Source: an optimization exercise on an open RTL-to-GDS flow (aim: small area, a short achievable clock period and few clock cycles per item). Production flows keep margins and buffers that such runs may drop.
Function was not checked in any run shown here: the RTL went through the layout flow alone.

==> flow/config.mk <==
export PLATFORM = sky130hd
export DESIGN_NAME = cos_unit
export DESIGN_NICKNAME = cos_unit
export VERILOG_FILES = /design/flow/design.v
export SDC_FILE = /design/flow/constraint.sdc
export NUM_CORES = 4
export LEC_CHECK = 0
export ABC_AREA = 1
export CAP_MARGIN = 20
export CORE_MARGIN = 2
export CORE_UTILIZATION = 45
export SETUP_SLACK_MARGIN = 4.8
export SLEW_MARGIN = 20
export TNS_END_PERCENT = 100
==> flow/constraint.sdc <==
create_clock -name core_clock -period 8.0 [get_ports {clock}]
set_input_delay 1.6000 -clock core_clock [delete_from_list [all_inputs] [get_ports {clock}]]
set_output_delay 1.6000 -clock core_clock [all_outputs]
set_load 0.01 [all_outputs]
==> flow/design.v <==
`default_nettype none
package cordic_pkg;
    localparam int word_width = 32;
    localparam int fp_bias = 127;
    localparam int max_iterations = 16;
    localparam logic [word_width-1:0] cordic_gain_init = 32'h4DBA_76D4;
    typedef union packed {
        logic [word_width-1:0] bits;
        struct packed {
            logic        sign;
            logic [7:0]  exponent;
            logic [22:0] mantissa;
        } fields;
    } fp_word_t;
    function automatic logic [word_width-1:0] atan_entry(input logic [3:0] index);
        logic [word_width-1:0] angle;
        case (index)
            4'd0:    angle = 32'h6487_ED51;
            4'd1:    angle = 32'h3B58_CE0A;
            4'd2:    angle = 32'h1F5B_75F9;
            4'd3:    angle = 32'h0FEA_DD4D;
            4'd4:    angle = 32'h07FD_56ED;
            4'd5:    angle = 32'h03FF_AAB7;
            4'd6:    angle = 32'h01FF_F555;
            4'd7:    angle = 32'h00FF_FEAA;
            4'd8:    angle = 32'h007F_FFD5;
            4'd9:    angle = 32'h003F_FFFA;
            4'd10:   angle = 32'h001F_FFFF;
            4'd11:   angle = 32'h000F_FFFF;
            4'd12:   angle = 32'h0007_FFFF;
            4'd13:   angle = 32'h0003_FFFF;
            4'd14:   angle = 32'h0001_FFFF;
            default: angle = 32'h0000_FFFF;
        endcase
        atan_entry = angle;
    endfunction
endpackage
`default_nettype wire
`default_nettype none
module angle_to_fixed (
    input  logic [31:0] angle,
    output logic [31:0] fixed_angle,
    output logic [5:0]  dsel
);
    logic [31:0] aligned;
    logic        in_range, in_a, in_b;
    logic [30:0] w;
    logic [2:0]  ge_a;
    logic [2:0]  ge_b;
    assign aligned     = {1'b1, angle[22:0], 8'b0};
    assign in_range    = (angle[30:28] == 3'b011);
    assign fixed_angle = in_range ? (aligned >> (~angle[27:23])) : 32'd0;
    assign w    = angle[30:0];
    assign in_b = (angle[30:23] == 8'd127);
    assign in_a = in_range & !in_b;
    assign ge_a[0] = 1'b1;
    assign ge_a[1] = (w >= 31'h3ea4bc7e);
    assign ge_a[2] = (w >= 31'h3f490fdb);
    assign ge_b[0] = 1'b1;
    assign ge_b[1] = (w[22:0] >= 23'h1b7813);
    assign ge_b[2] = (w[22:0] >= 23'h56d0e1);
    assign dsel[0] = (in_b & ge_b[0] & !ge_b[1]);   
    assign dsel[1] = (in_b & ge_b[1] & !ge_b[2]);   
    assign dsel[2] = (in_b & ge_b[2]);   
    assign dsel[3] = (in_a & ge_a[0] & !ge_a[1]) | !in_range;   
    assign dsel[4] = (in_a & ge_a[1] & !ge_a[2]);   
    assign dsel[5] = (in_a & ge_a[2]);   
endmodule
module preload_tables (
    input  logic [5:0]  dsel,
    output logic [31:0] x_pre,
    output logic [31:0] y_pre,
    output logic [31:0] offset
);
    always_comb begin
        x_pre  = '0;
        y_pre  = '0;
        offset = '0;
        if (dsel[0]) begin x_pre = x_pre | 32'h440327fa; y_pre = y_pre | 32'h951f9c9c; offset = offset | 32'h80854562; end
        if (dsel[1]) begin x_pre = x_pre | 32'h6ae06363; y_pre = y_pre | 32'hbbfcd807; offset = offset | 32'h488a9540; end
        if (dsel[2]) begin x_pre = x_pre | 32'h7e4f0119; y_pre = y_pre | 32'hf648b125; offset = offset | 32'h09d3a94e; end
        if (dsel[3]) begin x_pre = x_pre | 32'h7e4f0118; y_pre = y_pre | 32'h09b74edb; offset = offset | 32'hf62c56b2; end
        if (dsel[4]) begin x_pre = x_pre | 32'h6ae06364; y_pre = y_pre | 32'h440327f9; offset = offset | 32'hb7756ac0; end
        if (dsel[5]) begin x_pre = x_pre | 32'h440327f9; y_pre = y_pre | 32'h6ae06364; offset = offset | 32'h7f7aba9e; end
    end
endmodule
`default_nettype wire
`default_nettype none
module cordic_rotator #(
    parameter int M       = 4,
    parameter int N       = 10,    
    parameter int XY_ARCH = 0,
    parameter int Z_ARCH  = 0
) (
    input  logic         clock,
    input  logic         arst_n,
    input  logic         clk_en,
    input  logic         start,
    input  logic [31:0]  fixed_angle,
    input  logic [N-1:0] dsel,
    output logic [31:0]  cos_fixed,
    output logic         done
);
    localparam int ZW = 33 - M;
    logic         accept;
    logic         busy;
    logic         valid;
    logic         last;
    logic         first;     
    logic [N-1:0] sel;
    logic [3:0]   index;     
    logic [3:0]   index_n;   
    logic [3:0]   index_h;   
    logic [3:0]   index_hn;  
    logic [15-M:0] onehot;
    logic [31:0]   x, y;
    logic [ZW-1:0] z, at, zo, zsum;
    logic [31:0]   xa, ya, xs, ys;
    logic [31:0]   x_pre, y_pre, offset;
    logic          neg;
    logic          pos;      
    logic          negy;     
    logic [31:0]   xt, yt, xsum, ysum;
    assign accept = start & clk_en;
    assign last   = busy & !first & (index == 4'd15);
    assign neg    = z[ZW-1];
    always_comb begin
        at = '0;
        for (int k = 0; k <= 15 - M; k++) at = at | (onehot[k] ? ZW'(cordic_pkg::atan_entry(4'(M + k))) : ZW'(0));
    end
    preload_tables preload_tables_inst (.dsel(sel), .x_pre(x_pre), .y_pre(y_pre), .offset(offset));
    assign ys = shift_right(y, y[31], index, index_h);
    assign xs = shift_right(first ? 32'd0 : x, 1'b0, ~index_n, ~index_hn);
    assign xa = first ? x_pre : (pos ? ~x : x);
    assign ya = first ? y_pre : (negy ? ~y : y);
    assign zo = first ? offset[ZW-1:0] : (neg ? at : ~at);
    cpa #(.W(32), .ARCH(XY_ARCH)) x_add (.a(xa), .b(ys), .ci(1'b0), .s(xt));
    cpa #(.W(32), .ARCH(XY_ARCH)) y_add (.a(ya), .b(xs), .ci(1'b0), .s(yt));
    cpa #(.W(ZW), .ARCH(Z_ARCH))  z_add (.a(z), .b(zo), .ci(!first && !neg), .s(zsum));
    assign xsum = pos ? ~xt : xt;
    assign ysum = negy ? ~yt : yt;
    function automatic logic [31:0] shift_right(input logic [31:0] v, input logic fill,
                                                 input logic [3:0] sa, input logic [3:0] sb);
        logic [31:0] t;
        logic [62:0] e;
        t = v;
        for (int l = 3; l >= 0; l--) begin
            e = {{31{fill}}, t};
            for (int j = 0; j < 32; j++)
                t[j] = ((j >= 16) ? sa[l] : sb[l]) ? e[j + (1 << l)] : e[j];
        end
        shift_right = t;
    endfunction
    always_ff @(posedge clock) begin
        if (accept) begin
            z        <= fixed_angle[ZW-1:0];
            pos      <= 1'b0;
            negy     <= 1'b0;
            sel      <= dsel;
            first    <= 1'b1;
            index    <= 4'(M - 1);
            index_n  <= 4'(15 - (M - 1));
            index_h  <= 4'(M - 1);
            index_hn <= 4'(15 - (M - 1));
            onehot   <= '0;
        end else begin
            z        <= zsum;
            pos      <= ~zsum[ZW-1];
            negy     <= zsum[ZW-1];
            first    <= 1'b0;
            index    <= index + 4'd1;
            index_n  <= index_n - 4'd1;
            if (busy) begin
                index_h  <= index_h + 4'd1;
                index_hn <= index_hn - 4'd1;
            end
            onehot   <= {onehot[14-M:0], first};
        end
        x <= xsum;
        y <= (busy && !accept && !last) ? ysum : 32'd0;
    end
    always_ff @(posedge clock or negedge arst_n) begin
        if (!arst_n) begin
            busy  <= 1'b0;
            valid <= 1'b0;
            done  <= 1'b0;
        end else begin
            if (accept) begin
                busy  <= 1'b1;
                valid <= 1'b0;
            end else if (last) begin
                busy  <= 1'b0;
                valid <= 1'b1;
            end
            if (clk_en) done <= !start && (valid || last);
        end
    end
    assign cos_fixed = x;
endmodule
`default_nettype wire
module cpa #(
    parameter int W = 32,
    parameter int ARCH = 1
) (
    input  logic [W-1:0] a,
    input  logic [W-1:0] b,
    input  logic         ci,
    output logic [W-1:0] s
);
    if (ARCH == 0) begin : g_beh
        logic [W:0] t;
        assign t = {a, 1'b1} + {b, ci};
        assign s = t[W:1];
    end else begin : g_pfx
        localparam int N = W + 1;
        localparam int L = $clog2(N);
        logic [N-1:0] g0, p0, gg, pp;
        assign g0 = {a & b, ci};
        assign p0 = {a ^ b, 1'b0};
        always_comb begin
            gg = g0;
            pp = p0;
            if (ARCH == 1) begin
                for (int l = 0; l < L; l++)
                    for (int j = (2 << l) - 1; j < N; j += (2 << l)) begin
                        gg[j] = gg[j] | (pp[j] & gg[j - (1 << l)]);
                        pp[j] = pp[j] & pp[j - (1 << l)];
                    end
                for (int l = L - 2; l >= 0; l--)
                    for (int j = 3 * (1 << l) - 1; j < N; j += (2 << l)) begin
                        gg[j] = gg[j] | (pp[j] & gg[j - (1 << l)]);
                        pp[j] = pp[j] & pp[j - (1 << l)];
                    end
            end else if (ARCH == 2) begin
                for (int l = 0; l < L; l++)
                    for (int j = 0; j < N; j++)
                        if ((j >> l) & 1) begin
                            gg[j] = gg[j] | (pp[j] & gg[((j >> l) << l) - 1]);
                            pp[j] = pp[j] & pp[((j >> l) << l) - 1];
                        end
            end else begin
                for (int j = 1; j < N; j++) begin
                    gg[j] = gg[j] | (pp[j] & gg[j - 1]);
                end
            end
        end
        assign s = p0[N-1:1] ^ gg[N-2:0];
    end
endmodule
`default_nettype none
module fixed_to_float (
    input  logic [31:0] cos_fixed,
    output logic [31:0] result
);
    assign result = {8'h3F, cos_fixed[31], cos_fixed[29:7]};
endmodule
`default_nettype wire
`default_nettype none
module cos_unit (
    input  logic        clock,
    input  logic        arst_n,
    input  logic        clk_en,
    input  logic        start,
    input  logic [31:0] dataa,
    output logic [31:0] result,
    output logic        done
);
    localparam int M = 3;
    localparam int N = 6;
    logic [31:0]  fixed_angle;
    logic [N-1:0] dsel;
    logic [31:0]  cos_fixed;
    angle_to_fixed angle_to_fixed_inst (
        .angle       (dataa),
        .fixed_angle (fixed_angle),
        .dsel        (dsel)
    );
    cordic_rotator #(.M(M), .N(N)) cordic_rotator_inst (
        .clock       (clock),
        .arst_n      (arst_n),
        .clk_en      (clk_en),
        .start       (start),
        .fixed_angle (fixed_angle),
        .dsel        (dsel),
        .cos_fixed   (cos_fixed),
        .done        (done)
    );
    fixed_to_float fixed_to_float_inst (
        .cos_fixed (cos_fixed),
        .result    (result)
    );
endmodule
`default_nettype wire
==> flow/flow/run.sh <==
#!/bin/bash
# Standard layout, but the port buffers are buf_2 cells instead of the delay
# buffers buffer_ports picks by default. Full tool output goes to standard_flow.log.
set -euo pipefail
bash standard.sh "BUFFER_PORTS_ARGS=-buffer_cell sky130_fd_sc_hd__buf_2" finish > standard_flow.log 2>&1
==> flow/standard.sh <==
#!/bin/bash
# synth_recipe.tcl (not shown) runs the flow's synth.tcl, then flattens the netlist and writes it again
# the make line also repeats each setting of config.mk as NAME=value (left out here)
make -C /OpenROAD-flow-scripts/flow DESIGN_CONFIG=/design/flow/config.mk WORK_HOME=/design/flow/orfs CLKGATE_MAP_FILE= SYNTH_SCRIPT=/design/flow/synth_recipe.tcl "${@:-finish}"
==> results of run 1 <==
==> how the worst min path moves through the flow <==
stage                                   start                        endpoint  slack [ps]  depth (start not counted)
2_1_floorplan   cordic_rotator_inst.onehot[9]  cordic_rotator_inst.onehot[10]         430                          2
3_3_place_gp   cordic_rotator_inst.onehot[11]  cordic_rotator_inst.onehot[12]         440                          2
5_1_grt         cordic_rotator_inst.onehot[8]   cordic_rotator_inst.onehot[9]         480                          2
4_1_cts        cordic_rotator_inst.onehot[11]  cordic_rotator_inst.onehot[12]         450                          2
3_5_place_dp   cordic_rotator_inst.onehot[11]  cordic_rotator_inst.onehot[12]         450                          2
6_report        cordic_rotator_inst.onehot[9]  cordic_rotator_inst.onehot[10]         470                          2
==> what timing repair did <==
action,CTS,global route
cloned,5,5
hold buffers,0,0
setup buffers,10,37
pin swaps,0,19
endpoints found under the setup margin,88,79
resized for setup,61,264
==> metrics by stage <==
stage                     setup slack, ps  area [sq um]  hold WS, ps  cells
after floorplan                      5380         17500          433   3167
after global placement               3980         17700          440   3612
after detailed placement             3930         17700          446   3612
after CTS                            4800         18600          451   3659
after global routing                 4730         19900          480   3701
final                                4880         19900          469   3701
==> final cells by class <==
cell class | count | share of cell area, %
flip-flops and latches | 135 | 14.2
clock inverters | 11 | 0.737
well taps | 518 | 3.26
multi-input cells | 2449 | 66.1
inverters | 443 | 8.69
repair buffers | 116 | 4.24
repair inverters | 8 | 0.334
clock buffers | 21 | 2.42
==> layout by cell type (no fill, tap or decap), types with 10 or more instances in the layout <==
master / instances
xnor2_1: 55
nor2_1: 197
mux2i_1: 15
o211ai_1: 20
nand4_1: 33
nand2_2: 35
dfxtp_2: 12
o21ai_0: 202
clkbuf_16: 19
nor2_4: 16
ha_1: 55
dfxtp_1: 105
nor3_1: 39
a21oi_1: 150
nand2_1: 1057
nand3_1: 188
o21ai_1: 76
nor2_2: 29
clkinvlp_4: 19
a31oi_1: 20
xor2_1: 54
inv_1: 414
nand3b_1: 12
ha_2: 24
inv_2: 10
a21oi_2: 28
ha_4: 16
o21ai_2: 21
buf_4: 46
buf_2: 60
==> routing by layer <==
metal | wire length (microns) | track usage, %
met5 | 0 | 0
met4 | 1420 | 9.10
met3 | 4910 | 4.64
met2 | 28000 | 48.1
met1 | 32100 | 47.7
==> registers in the layout, indices dropped and copies added (netlist names) <==
register / cells
cordic_rotator_inst.busy: 1
cordic_rotator_inst.done: 1
cordic_rotator_inst.first: 1
cordic_rotator_inst.index: 4
cordic_rotator_inst.index_h: 4
cordic_rotator_inst.index_hn: 4
cordic_rotator_inst.index_n: 4
cordic_rotator_inst.negy: 1
cordic_rotator_inst.onehot: 13
cordic_rotator_inst.pos: 1
cordic_rotator_inst.sel: 6
cordic_rotator_inst.valid: 1
cordic_rotator_inst.x: 32
cordic_rotator_inst.y: 32
cordic_rotator_inst.z: 30
==> worst min-delay path, stage by stage, from the launching register on <==
cell     delay, ps
dfxtp_1        340
inv_1           60
nor2_1          30
==> cells by family (layout without fill, tap and decap cells) <==
family | after synthesis | count (layout) | share of synthesized area [%]
compound gates | 557 | 557 | 17.1
xor+xnor | 110 | 110 | 5.52
fa+ha+maj | 98 | 98 | 7.16
buf+inv | 583 | 599 | 14.1
flops | 135 | 135 | 15.9
mux | 16 | 16 | 0.918
other cells | 2 | 8 | 0.0431
simple gates | 1660 | 1660 | 39.2
==> results.py, run 1 <==
metrics = {
    "global_routing": {
        "via_count_of_the_first_global_routing_pass": 17800,
        "grt_usage_pct": 32.2,
        "antenna_found_initial": 0,
        "global_route.overflow_total": 0,
        "maximum_number_of_pins_on_one_net_before_global_route_repair": 53,
        "wire_length_of_the_first_global_routing_pass_mm": 101,
    },
    "worst_setup_path": {
        "cp-startpoint": "dataa[23]",
        "path_cells": "buf_4, inv_2, o21ai_1, nand2_1, nand3_1, nand2_1, nand2_1, nand2_1, o21ai_1, nand2_1",
        "critical-path-top-cell-by-count": "nand2_1",
        "crit_buf_inv": 2,
        "worst-path-stages": 10,
        "worst_r2r_endpoint": "cordic_rotator_inst.z[27]",
        "critical_path.slowest_cell": "o21ai_1",
        "worst_path_required_time_ps": 8360,
        "timing.critical_path.slowest_cell_delay_ps": 410,
        "criticalPathCategory": "in -> reg",
        "worst_r2r_startpoint": "cordic_rotator_inst.sel[2]",
        "startpoint_type": "primary input",
        "rrSetupSlack_ps": 4890,
        "worst_ep_arrival_time_ps": 3490,
        "timing.critical_path.to_type": "flop",
        "path_delay_family": "compound AO/OA/AOI/OAI gates",
        "setup.worst_path.end": "cordic_rotator_inst.z[13]",
        "critPathMaxFanout": 40,
        "rr_worst_depth": 14,
    },
    "floorplanning": {
        "start_util_pct": 45.3,
        "die_y_microns": 201,
        "fp.coreArea_sq_um": 38500,
        "io-pin-count": 69,
        "die_x_microns": 201,
        "core.rowCount": 72,
        "die_area_sq_um": 40300,
    },
    "detailed_routing": {
        "wl_cell_microns": 18.0,
        "detail_route.wirelength_mm": 66.4,
        "routed_via_density": 5.43,
        "drcViolationCount": 0,
        "drt_iter0_drc": 1658,
        "dr_total_vias": 20100,
        "route.antenna.remaining_nets": 0,
        "drt-pass1-iter-count": 10,
    },
    "synthesis": {
        "synth.yosys.seq_area_share_pct": 15.9,
        "synth_top_area_share_pct": 23.5,
        "number_of_synthesized_flops_with_an_enable_pin": 6,
        "yosys-top-cells-area": "nand2_1 24%, dfxtp_1 14%, inv_1 9.2%, ha_1 6.8%, o21ai_0 6.6%",
        "synth.distinct_cells": 56,
        "synthMostInstantiatedCell": "nand2_1",
        "synthCells": 3161,
        "syn_area_sq_um": 17400,
        "synthTopCellsByCount": "1093 x nand2_1, 426 x inv_1, 232 x nor2_1",
        "synth.largest_area_cell": "nand2_1",
        "yosys_most_used_dff": "dfxtp_1",
        "synth_seq_cells": 135,
        "async_flop_share_pct": 2.22,
        "synthesis.yosys.warnings": 2,
        "syn_avg_cell_area_sq_um": 5.52,
    },
    "timing": {
        "timing_worst_slew_pin_value_ps": 581,
        "skew_ps": 11.4,
        "grt_setup_unrepaired": "yes",
        "hold_viol_final": 0,
        "setup_viol_count_final": 0,
        "timing.final.crit_share_pct": 39.1,
        "finalMaxSlewViolations": 0,
        "fin_tns_setup_ps": 0,
        "timing.max_slew.rel_slack_pct": 61.2,
        "clock.fmax_ghz": 0.320,
        "min_period_ps": 3120,
    },
    "clocking": {
        "cts_tree": "done",
        "ctsRootBufferMaster": "clkbuf_16",
        "clkTransAtPathRegs_ps": 60,
        "clockBufferDepth": 2,
        "clock_latency_ps": 500,
        "ctsHtreeMaxLevel": 4,
        "clock_sink_count": 135,
        "cts_made_buffers": 17,
    },
    "worst_hold_path": {
        "min_path_type": "reg -> reg",
    },
    "final_layout": {
        "utilization_pct": 51.7,
        "antenna-diode-count": 0,
        "flow.area_growth_from_synthesis_pct": 14.0,
        "drive_above_1_share_pct": 13.1,
        "area_of_the_multi_input_gates_sq_um": 13100,
        "fill_cells": 4227,
        "nets": 3304,
        "ff_latch_area_sq_um": 2830,
    },
    "place": {
        "dpl.hpwl_mm": 51.5,
        "gp_congestion": 0.931,
        "port_buffers": 59,
    },
    "run": {
        "number_of_max_capacitance_violations_reported": 0,
    },
    "outcome": {
        "result_of_the_run": "no timing/DRC/antenna violations",
    },
}
==> run 2: changes to the inputs <==
--- a/flow/design.v
+++ b/flow/design.v
@@ -42,3 +42,3 @@
     output logic [31:0] fixed_angle,
-    output logic [5:0]  dsel
+    output logic [17:0]  dsel
 );
@@ -47,4 +47,4 @@
     logic [30:0] w;
-    logic [2:0]  ge_a;
-    logic [2:0]  ge_b;
+    logic [8:0]  ge_a;
+    logic [8:0]  ge_b;
     assign aligned     = {1'b1, angle[22:0], 8'b0};
@@ -56,16 +56,40 @@
     assign ge_a[0] = 1'b1;
-    assign ge_a[1] = (w >= 31'h3ea4bc7e);
-    assign ge_a[2] = (w >= 31'h3f490fdb);
+    assign ge_a[1] = (w >= 31'h3d9d3a95);
+    assign ge_a[2] = (w >= 31'h3e4df435);
+    assign ge_a[3] = (w >= 31'h3ea4bc7e);
+    assign ge_a[4] = (w >= 31'h3ee27ee0);
+    assign ge_a[5] = (w >= 31'h3f11152b);
+    assign ge_a[6] = (w >= 31'h3f30eae6);
+    assign ge_a[7] = (w >= 31'h3f490fdb);
+    assign ge_a[8] = (w >= 31'h3f6134d1);
     assign ge_b[0] = 1'b1;
-    assign ge_b[1] = (w[22:0] >= 23'h1b7813);
-    assign ge_b[2] = (w[22:0] >= 23'h56d0e1);
+    assign ge_b[1] = (w[22:0] >= 23'h0f6598);
+    assign ge_b[2] = (w[22:0] >= 23'h1b7813);
+    assign ge_b[3] = (w[22:0] >= 23'h278a8e);
+    assign ge_b[4] = (w[22:0] >= 23'h37756b);
+    assign ge_b[5] = (w[22:0] >= 23'h476049);
+    assign ge_b[6] = (w[22:0] >= 23'h56d0e1);
+    assign ge_b[7] = (w[22:0] >= 23'h66417a);
+    assign ge_b[8] = (w[22:0] >= 23'h762c57);
     assign dsel[0] = (in_b & ge_b[0] & !ge_b[1]);   
     assign dsel[1] = (in_b & ge_b[1] & !ge_b[2]);   
-    assign dsel[2] = (in_b & ge_b[2]);   
-    assign dsel[3] = (in_a & ge_a[0] & !ge_a[1]) | !in_range;   
-    assign dsel[4] = (in_a & ge_a[1] & !ge_a[2]);   
-    assign dsel[5] = (in_a & ge_a[2]);   
+    assign dsel[2] = (in_b & ge_b[2] & !ge_b[3]);   
+    assign dsel[3] = (in_b & ge_b[3] & !ge_b[4]);   
+    assign dsel[4] = (in_b & ge_b[4] & !ge_b[5]);   
+    assign dsel[5] = (in_b & ge_b[5] & !ge_b[6]);   
+    assign dsel[6] = (in_b & ge_b[6] & !ge_b[7]);   
+    assign dsel[7] = (in_b & ge_b[7] & !ge_b[8]);   
+    assign dsel[8] = (in_b & ge_b[8]);   
+    assign dsel[9] = (in_a & ge_a[0] & !ge_a[1]) | !in_range;   
+    assign dsel[10] = (in_a & ge_a[1] & !ge_a[2]);   
+    assign dsel[11] = (in_a & ge_a[2] & !ge_a[3]);   
+    assign dsel[12] = (in_a & ge_a[3] & !ge_a[4]);   
+    assign dsel[13] = (in_a & ge_a[4] & !ge_a[5]);   
+    assign dsel[14] = (in_a & ge_a[5] & !ge_a[6]);   
+    assign dsel[15] = (in_a & ge_a[6] & !ge_a[7]);   
+    assign dsel[16] = (in_a & ge_a[7] & !ge_a[8]);   
+    assign dsel[17] = (in_a & ge_a[8]);   
 endmodule
 module preload_tables (
-    input  logic [5:0]  dsel,
+    input  logic [17:0]  dsel,
     output logic [31:0] x_pre,
@@ -78,8 +102,20 @@
         offset = '0;
-        if (dsel[0]) begin x_pre = x_pre | 32'h440327fa; y_pre = y_pre | 32'h951f9c9c; offset = offset | 32'h80854562; end
-        if (dsel[1]) begin x_pre = x_pre | 32'h6ae06363; y_pre = y_pre | 32'hbbfcd807; offset = offset | 32'h488a9540; end
-        if (dsel[2]) begin x_pre = x_pre | 32'h7e4f0119; y_pre = y_pre | 32'hf648b125; offset = offset | 32'h09d3a94e; end
-        if (dsel[3]) begin x_pre = x_pre | 32'h7e4f0118; y_pre = y_pre | 32'h09b74edb; offset = offset | 32'hf62c56b2; end
-        if (dsel[4]) begin x_pre = x_pre | 32'h6ae06364; y_pre = y_pre | 32'h440327f9; offset = offset | 32'hb7756ac0; end
-        if (dsel[5]) begin x_pre = x_pre | 32'h440327f9; y_pre = y_pre | 32'h6ae06364; offset = offset | 32'h7f7aba9e; end
+        if (dsel[0]) begin x_pre = x_pre | 32'h4b393480; y_pre = y_pre | 32'h988a0e55; offset = offset | 32'h7897bf02; end
+        if (dsel[1]) begin x_pre = x_pre | 32'h5785344e; y_pre = y_pre | 32'ha2b5f4e1; offset = offset | 32'h689d1128; end
+        if (dsel[2]) begin x_pre = x_pre | 32'h5d4a0b1c; y_pre = y_pre | 32'ha87acbb5; offset = offset | 32'h6072c97a; end
+        if (dsel[3]) begin x_pre = x_pre | 32'h6775f1aa; y_pre = y_pre | 32'hb4c6cb81; offset = offset | 32'h50781ba0; end
+        if (dsel[4]) begin x_pre = x_pre | 32'h6ff656aa; y_pre = y_pre | 32'hc222d7ed; offset = offset | 32'h409d0ee0; end
+        if (dsel[5]) begin x_pre = x_pre | 32'h76cb3a1c; y_pre = y_pre | 32'hd08ef0f9; offset = offset | 32'h30a26106; end
+        if (dsel[6]) begin x_pre = x_pre | 32'h7b80044d; y_pre = y_pre | 32'hdead4f8f; offset = offset | 32'h21bbdd88; end
+        if (dsel[7]) begin x_pre = x_pre | 32'h7eb02a2d; y_pre = y_pre | 32'hee505275; offset = offset | 32'h11c12fae; end
+        if (dsel[8]) begin x_pre = x_pre | 32'h7fe71409; y_pre = y_pre | 32'hfe1a3299; offset = offset | 32'h01e622ee; end
+        if (dsel[9]) begin x_pre = x_pre | 32'h7fe71408; y_pre = y_pre | 32'h01e5cd67; offset = offset | 32'hfe19dd12; end
+        if (dsel[10]) begin x_pre = x_pre | 32'h7eb02a2c; y_pre = y_pre | 32'h11afad8b; offset = offset | 32'hee3ed052; end
+        if (dsel[11]) begin x_pre = x_pre | 32'h7b80044e; y_pre = y_pre | 32'h2152b071; offset = offset | 32'hde442278; end
+        if (dsel[12]) begin x_pre = x_pre | 32'h76cb3a1b; y_pre = y_pre | 32'h2f710f07; offset = offset | 32'hcf5d9efa; end
+        if (dsel[13]) begin x_pre = x_pre | 32'h6ff656ab; y_pre = y_pre | 32'h3ddd2813; offset = offset | 32'hbf62f120; end
+        if (dsel[14]) begin x_pre = x_pre | 32'h6775f1ab; y_pre = y_pre | 32'h4b39347f; offset = offset | 32'haf87e460; end
+        if (dsel[15]) begin x_pre = x_pre | 32'h5d4a0b1f; y_pre = y_pre | 32'h5785344b; offset = offset | 32'h9f8d3686; end
+        if (dsel[16]) begin x_pre = x_pre | 32'h5785344b; y_pre = y_pre | 32'h5d4a0b1f; offset = offset | 32'h9762eed8; end
+        if (dsel[17]) begin x_pre = x_pre | 32'h4b39347f; y_pre = y_pre | 32'h6775f1ab; offset = offset | 32'h876840fe; end
     end
@@ -267,4 +303,4 @@
 );
-    localparam int M = 3;
-    localparam int N = 6;
+    localparam int M = 5;
+    localparam int N = 18;
     logic [31:0]  fixed_angle;
==> results.py, run 2 <==
metrics = {
    "worst_setup_path": {
        "rrSetupSlack_ps": 4820,
        "criticalPathCategory": "reg -> reg",
        "critical_path.slowest_cell": "edfxtp_1",
        "crit_buf_inv": 4,
        "path_delay_family": "simple AND/OR/NAND/NOR gates",
        "timing.critical_path.slowest_cell_delay_ps": 450,
        "worst_ep_arrival_time_ps": 3580,
        "path_cells": "buf_4, nor2_4, clkinvlp_4, buf_4, nor3_1, a21oi_1, ha_1, nand2_1, nor2_1, inv_1, nor3_1, nand2_1, nand3_1, nor2b_1, nor2_1",
        "critPathMaxFanout": 5,
        "timing.critical_path.to_type": "flop",
        "startpoint_type": "flop",
        "worst_path_required_time_ps": 8400,
    },
    "outcome": {
        "result_of_the_run": "no timing/DRC/antenna violations",
    },
    "timing": {
        "hold_viol_final": 0,
        "timing_worst_slew_pin_value_ps": 774,
        "setup_viol_count_final": 0,
        "timing.final.crit_share_pct": 39.7,
        "clock.fmax_ghz": 0.315,
        "grt_setup_unrepaired": "yes",
        "timing.max_slew.rel_slack_pct": 48.2,
        "finalMaxSlewViolations": 0,
        "fin_tns_setup_ps": 0,
        "skew_ps": 15.0,
        "min_period_ps": 3180,
    },
    "detailed_routing": {
        "routed_via_density": 5.81,
        "drcViolationCount": 0,
        "top_signal_layer_used": "met4",
        "route.antenna.remaining_nets": 0,
        "detail_route.wirelength_mm": 84.2,
        "drt_iter0_drc": 2622,
        "dr_total_vias": 23700,
        "wl_met2_mm": 38.4,
        "wl_cell_microns": 20.7,
        "wl_met1_mm": 33.7,
        "drt-pass1-iter-count": 6,
        "wl_met3_mm": 7.01,
    },
    "global_routing": {
        "global_route.overflow_total": 0,
        "maximum_number_of_pins_on_one_net_before_global_route_repair": 66,
        "antenna_found_initial": 0,
        "grt_usage_pct": 37.0,
        "wire_length_of_the_first_global_routing_pass_mm": 124,
        "via_count_of_the_first_global_routing_pass": 21300,
    },
    "floorplanning": {
        "die_area_sq_um": 44200,
        "die_x_microns": 210,
        "io-pin-count": 69,
        "start_util_pct": 45.6,
        "core.rowCount": 75,
        "die_y_microns": 210,
        "fp.coreArea_sq_um": 41900,
    },
    "run": {
        "number_of_max_capacitance_violations_reported": 0,
    },
    "final_layout": {
        "nets": 3654,
        "fill_cells": 4446,
        "most-common-layout-cells": "1045 x nand2_1, 412 x inv_1, 289 x nor2_1",
        "layout_commonest_cell": "nand2_1",
        "flow.area_growth_from_synthesis_pct": 17.0,
        "antenna-diode-count": 0,
        "utilization_pct": 53.4,
        "drive_above_1_share_pct": 15.4,
        "top_regs": "cordic_rotator_inst.x (32), cordic_rotator_inst.y (32), cordic_rotator_inst.z (28)",
    },
    "clocking": {
        "cts_made_buffers": 17,
        "clock_latency_ps": 500,
        "clkTransAtPathRegs_ps": 70,
        "cts_tree": "done",
        "clockBufferDepth": 2,
        "ctsRootBufferMaster": "clkbuf_16",
        "clock_sink_count": 143,
        "ctsHtreeMaxLevel": 4,
    },
    "synthesis": {
        "synth.distinct_cells": 58,
        "synthCells": 3466,
        "syn_area_sq_um": 19100,
        "synth.largest_area_cell": "nand2_1",
        "syn_avg_cell_area_sq_um": 5.52,
        "async_flop_share_pct": 2.10,
        "synth_top_area_share_pct": 21.3,
        "synth.yosys.seq_area_share_pct": 16.0,
        "synthMostInstantiatedCell": "nand2_1",
        "yosys_most_used_dff": "dfxtp_1",
        "synth_seq_cells": 143,
        "yosys-top-cells-area": "nand2_1 21%, dfxtp_1 13%, inv_1 8.6%, o21ai_0 7.5%, nor2_1 6.8%",
        "synthesis.yosys.warnings": 2,
        "synthTopCellsByCount": "1087 x nand2_1, 440 x inv_1, 345 x nor2_1",
        "number_of_synthesized_flops_with_an_enable_pin": 18,
    },
    "worst_hold_path": {
        "min_path_type": "reg -> reg",
    },
    "place": {
        "port_buffers": 59,
        "gp_congestion": 1.03,
        "dpl.hpwl_mm": 64.2,
    },
}
## run 2: worst paths after layout
check	startpoint	end	depth (start not counted)
setup / recovery	cordic_rotator_inst.sel[17]	cordic_rotator_inst.y[25]	15
hold / removal	cordic_rotator_inst.onehot[7]	cordic_rotator_inst.onehot[8]	2
setup reg to reg	cordic_rotator_inst.sel[17]	cordic_rotator_inst.y[25]	15
hold reg to reg	cordic_rotator_inst.onehot[7]	cordic_rotator_inst.onehot[8]	2
max in group asynchronous	arst_n	cordic_rotator_inst.busy	1
min in group asynchronous	arst_n	cordic_rotator_inst.done	1
## run 2: tightest hold or removal path, cell delays in order, from the launching register on
cell	delay, ps
dfxtp_1	290
inv_1	90
nor2_1	60
## run 2: logic make-up after synthesis
family          after synthesis  share of synthesized area, %
xor+xnor                     96                          4.39
buf+inv                     602                          13.2
compound gates              665                          19.0
other cells                   2                        0.0392
mux                          24                          1.26
flops                       143                          16.0
fa+ha+maj                    96                          6.39
simple gates               1838                          39.7
## run 2: layer usage
layer | global-route usage, % | vias to the layer above
li1 | - | 11400
met1 | 46.0 | 10900
met2 | 61.6 | 1128
met3 | 6.35 | 274
met4 | 19.2 | 0
met5 | 0 | -
## run 2: cell type report
class | count | area (sq um) | area share (%)
Timing Repair Buffer | 178 | 1360 | 6.08
Clock inverter | 12 | 110 | 0.492
Inverter | 448 | 1770 | 7.90
Sequential cell | 143 | 3100 | 13.8
Multi-Input combinational cell | 2727 | 14800 | 66.3
Tap cell | 539 | 674 | 3.01
Clock buffer | 20 | 467 | 2.08
Timing Repair inverter | 7 | 67.6 | 0.302
## run 2: repair_timing
action	4_1_cts	5_1_grt
endpoints found under the setup margin	121	85
gates cloned	5	6
resized for setup	126	284
setup buffers	47	59
hold buffers	0	0
pin swaps	12	47
## run 2: through the flow
stage          instance area [sq um]  cells  setup WS (ps)  hold WS [ps]
6_report                       22400   4074           4820           489
5_1_grt                        22400   4074           4730           511
4_1_cts                        20800   4009           4780           477
3_5_place_dp                   19400   3925           3230           458
3_3_place_gp                   19400   3925           3250           453
2_1_floorplan                  19200   3472           5030           437

re-timing with driven ports:
Ports are ideal in the flow. The routed layouts listed here were re-timed in OpenROAD. Step 1 (the two cells are an assumption about what drives the block):
set clk [get_ports {clock}]
set_driving_cell -lib_cell sky130_fd_sc_hd__clkbuf_16 $clk
set_driving_cell -lib_cell sky130_fd_sc_hd__buf_2 [delete_from_list [all_inputs] $clk]
Step 2 moves the port delays by t, midway between the first and last clock arrival at a register: inputs arrive t later, outputs are due t later. That takes back most of the time a late clock gives input paths. Three values: ideal, step 1, step 2; two values: the first two.
run | t (ns) | slack for setup (ns) | worst hold slack (ns)
run 1 | 0.556 | 4.876 / 4.892 / 4.357 | 0.469 / 0.469 / 0.469
run 2 | 0.552 | 4.821 / 4.821 / 4.438 | 0.489 / 0.489 / 0.489
After both steps setup and hold are still met in every run listed. The setup slack of run 1, which loses most, moves by +0.016 ns with the drivers and by -0.519 ns with both steps.
